From an optimization exercise on the open Yosys and OpenROAD flow, aimed at a short achievable clock period; shortcuts taken in it are not production practice. The RTL was checked by simulation tests, not by an equivalence proof against the original design. No activity file was given, so power comes from the tool's default toggle rates.

## dmem_mmio
module dmem_mmio #(
    parameter int          RAM_WORDS  = 64,
    parameter int          FIFO_DEPTH = 4,
    parameter logic [31:0] MMIO_BASE  = 32'hFFFF_0000
) (
    input  logic        clk,
    input  logic        reset,
    input  logic        memwrite,
    input  logic [31:0] addr,
    input  logic [31:0] writedata,
    output logic [31:0] readdata,
    output logic [7:0]  tx_data,
    output logic        tx_valid,
    input  logic        tx_ready,
    output logic        irq
);
For scale: ~4500 cells after synthesis, ~110 I/O pins, roughly 88000 sq um of cells after synthesis.
clock: 6.5 ns
lec_check: 0
abc_clock_period_in_ps: 1000
cap_margin: 20
core_margin: 2
core_utilization: 66
gpl_timing_driven: 1
setup_slack_margin: 4.5
slew_margin: 20
synth_hierarchical: 1
synth_minimum_keep_size: 0
tns_end_percent: 5
standard.sh (not shown) runs the stock make flow with config.mk's settings and CLKGATE_MAP_FILE= SYNTH_SCRIPT=/design/flow/synth_recipe.tcl, a recipe that flattens the netlist after the stock synthesis.
==> flow/flow/run.sh <==
#!/bin/bash
# Own flow: the standard layout (standard.sh, every step unchanged), with
# one extra step after placement: the readdata output buffers are moved next
# to the gates that drive them (flow/move_obuf.tcl), then legalized.
set -euo pipefail
bash standard.sh place > standard_place.log 2>&1
RES_DIR=$PWD/orfs/results/sky130hd/dmem_mmio/base openroad -no_init -exit flow/move_obuf.tcl > move_obuf.log 2>&1
bash standard.sh finish > standard_finish.log 2>&1
==> flow/flow/move_obuf.tcl <==
# Move each readdata output buffer from its pin to the cell that drives it,
# so the buffer (sized later by the flow's repair) drives the long wire to
# the pin instead of the small driving gate. Then legalize.
set res $::env(RES_DIR)
read_db $res/3_place.odb
set blk [ord::get_db_block]
set moved 0
foreach bt [$blk getBTerms] {
  if {![string match readdata* [$bt getName]]} { continue }
  set ob {}
  foreach it [[$bt getNet] getITerms] { set ob [$it getInst] }
  if {$ob eq {}} { continue }
  set drv {}
  foreach it [$ob getITerms] {
    if {[$it isInputSignal]} {
      foreach it2 [[$it getNet] getITerms] {
        if {[$it2 isOutputSignal]} { set drv [$it2 getInst] }
      }
    }
  }
  if {$drv eq {}} { continue }
  set b [$drv getBBox]
  $ob setLocation [$b xMin] [$b yMin]
  incr moved
}
puts "moved $moved output buffers"
detailed_placement
check_placement -verbose
write_db $res/3_place.odb
Then changed:
Settings changed: CORE_UTILIZATION 66 to 60.
After rerunning: Routed wire length climbs by a few percent; total power is about the same; clock-buffer cell count climbs by 9; setup slack improved by 15 ps; combinational power climbs by a few percent; design area climbs slightly; utilization drops by 6.6 points; via count hardly moves; global-route usage drops by 2.5 points.
Then changed:
==> flow/run.sh (new file) <==
#!/bin/bash
# synth_recipe.tcl (not shown) runs the flow's synth.tcl, then flattens the netlist and writes it again
# the make line also repeats each setting of config.mk as NAME=value (left out here)
make -C /OpenROAD-flow-scripts/flow DESIGN_CONFIG=/design/flow/config.mk WORK_HOME=/design/flow/orfs CLKGATE_MAP_FILE= SYNTH_SCRIPT=/design/flow/synth_recipe.tcl finish
Settings changed: SETUP_SLACK_MARGIN 4.5 to 4.0, TNS_END_PERCENT 5 to 20.
removed: flow/flow/run.sh
removed: flow/flow/move_obuf.tcl
removed: flow/standard.sh
What happened: The changed run finished with timing, DRC and antenna clean. Design area grows by a few percent. Wire length grows by a few percent. Combinational power is about the same. Core utilization grows by 2.1 points. Die area stays the same. Total power grows slightly. Fmax shrinks by a few percent. Cell count grows by a few percent.
Then changed:
==> flow/flow/run.sh (new file) <==
#!/bin/bash
# Own flow: the standard layout (standard.sh, every step unchanged), with
# one extra step after placement: the readdata output buffers are moved next
# to the gates that drive them (flow/move_obuf.tcl), then legalized.
set -euo pipefail
bash standard.sh place > standard_place.log 2>&1
RES_DIR=$PWD/orfs/results/sky130hd/dmem_mmio/base openroad -no_init -exit flow/move_obuf.tcl > move_obuf.log 2>&1
bash standard.sh finish > standard_finish.log 2>&1
==> flow/flow/move_obuf.tcl (new file) <==
# Move each readdata output buffer from its pin to the cell that drives it,
# so the buffer (sized later by the flow's repair) drives the long wire to
# the pin instead of the small driving gate. Then legalize.
set res $::env(RES_DIR)
read_db $res/3_place.odb
set blk [ord::get_db_block]
set moved 0
foreach bt [$blk getBTerms] {
  if {![string match readdata* [$bt getName]]} { continue }
  set ob {}
  foreach it [[$bt getNet] getITerms] { set ob [$it getInst] }
  if {$ob eq {}} { continue }
  set drv {}
  foreach it [$ob getITerms] {
    if {[$it isInputSignal]} {
      foreach it2 [[$it getNet] getITerms] {
        if {[$it2 isOutputSignal]} { set drv [$it2 getInst] }
      }
    }
  }
  if {$drv eq {}} { continue }
  set b [$drv getBBox]
  $ob setLocation [$b xMin] [$b yMin]
  incr moved
}
puts "moved $moved output buffers"
detailed_placement
check_placement -verbose
write_db $res/3_place.odb
==> flow/standard.sh (new file) <==
#!/bin/bash
# synth_recipe.tcl (not shown) runs the flow's synth.tcl, then flattens the netlist and writes it again
# the make line also repeats each setting of config.mk as NAME=value (left out here)
make -C /OpenROAD-flow-scripts/flow DESIGN_CONFIG=/design/flow/config.mk WORK_HOME=/design/flow/orfs CLKGATE_MAP_FILE= SYNTH_SCRIPT=/design/flow/synth_recipe.tcl "${@:-finish}"
Settings changed: GPL_ROUTABILITY_DRIVEN from default to 0, SETUP_SLACK_MARGIN 4.0 to 4.5, TNS_END_PERCENT 20 to 5.
removed: flow/run.sh
=>
- hold slack is about the same
- global-route usage came out lower by 0.99 points
- power came out lower slightly
- area after synthesis stays the same
- cell count came out lower by a few percent
- first-iteration DRC count came out lower by roughly a tenth
Then changed:
Settings changed: CORE_UTILIZATION 60 to 55, GPL_ROUTABILITY_DRIVEN 0 to default.
What happened: Cell area grows by about 0.9%; final cell count increases by 2.1%; worst hold slack gains 95 ps; synthesized area stays the same; utilization goes down by 5.5 points; global-route usage decreases by 3.4 points; clock-buffer cell count falls by 13; sequential power hardly moves; power goes up by about 0.7%.
Then changed:
--- a/flow/flow/run.sh
+++ b/flow/flow/run.sh
@@ -4 +4,2 @@
-# to the gates that drive them (flow/move_obuf.tcl), then legalized.
+# to the gates that drive them, and the addr input buffers to the centre of
+# the cells they drive (flow/move_obuf.tcl), then legalized.
==> flow/flow/move_obuf.tcl (replaced) <==
# Move each readdata output buffer from its pin to the cell that drives it,
# so the buffer (sized later by the flow's repair) drives the long wire to
# the pin instead of the small driving gate; and move each addr input buffer
# to the centre of the cells it drives. Then legalize.
set res $::env(RES_DIR)
read_db $res/3_place.odb
set blk [ord::get_db_block]
set moved 0
foreach bt [$blk getBTerms] {
  set name [$bt getName]
  if {[string match readdata* $name]} {
    set ob {}
    foreach it [[$bt getNet] getITerms] { set ob [$it getInst] }
    if {$ob eq {}} { continue }
    set drv {}
    foreach it [$ob getITerms] {
      if {[$it isInputSignal]} {
        foreach it2 [[$it getNet] getITerms] {
          if {[$it2 isOutputSignal]} { set drv [$it2 getInst] }
        }
      }
    }
    if {$drv eq {}} { continue }
    set b [$drv getBBox]
    $ob setLocation [$b xMin] [$b yMin]
    incr moved
  } elseif {[string match addr* $name]} {
    set ib {}
    foreach it [[$bt getNet] getITerms] { set ib [$it getInst] }
    if {$ib eq {}} { continue }
    set sx 0; set sy 0; set n 0
    foreach it [$ib getITerms] {
      if {[$it isOutputSignal]} {
        foreach it2 [[$it getNet] getITerms] {
          if {[$it2 isInputSignal]} {
            set b [[$it2 getInst] getBBox]
            set sx [expr {$sx + [$b xMin]}]; set sy [expr {$sy + [$b yMin]}]; incr n
          }
        }
      }
    }
    if {$n == 0} { continue }
    $ib setLocation [expr {$sx / $n}] [expr {$sy / $n}]
    incr moved
  }
}
puts "moved $moved port buffers"
detailed_placement
check_placement -verbose
write_db $res/3_place.odb
Settings changed: CORE_UTILIZATION 55 to 60, SETUP_SLACK_MARGIN 4.5 to 4.0, TNS_END_PERCENT 5 to 20.
What happened: Die area is lower by 8.3%; synthesized area is unchanged; sequential power stays flat; cell count is lower by 0.78%; first-iteration DRC count is higher by 27%; wire length is higher by 8.9%; via count is higher by 5.8%.

[re-timing with driven ports]
Ports are ideal in the flow. The routed layouts listed here were re-timed in OpenROAD.
Step 1 (the two cells are an assumption about what drives the block):
set clk [get_ports {clk}]
set_driving_cell -lib_cell sky130_fd_sc_hd__clkbuf_16 $clk
set_driving_cell -lib_cell sky130_fd_sc_hd__buf_2 [delete_from_list [all_inputs] $clk]
Step 2, shift: input delay + t, output delay - t, t = (earliest + latest rising clock arrival at the registers) / 2. This alone moves slack from input paths to output paths.
a / b / c = ideal / step 1 / step 2; a / b = the first two.
run | t (ns) | setup slack, ns | worst setup path at the end
the first run | 0.924 | 1.975 / 1.367 / 1.367 | input to output
the second run | 0.923 | 1.989 / 1.402 / 1.402 | input to output
the third run | 0.931 | 1.790 / 1.298 / 1.298 | input to output
the fourth run | 0.911 | 1.992 / 1.358 / 1.358 | input to output
the fifth run | 0.920 | 1.965 / 1.384 / 1.384 | input to output
the sixth run | 0.931 | 1.942 / 1.298 / 1.298 | input to output
After both steps every run listed still meets setup and hold. For the sixth run, which loses most, drivers alone change the setup slack by -0.644 ns; drivers and shift together by -0.644 ns.
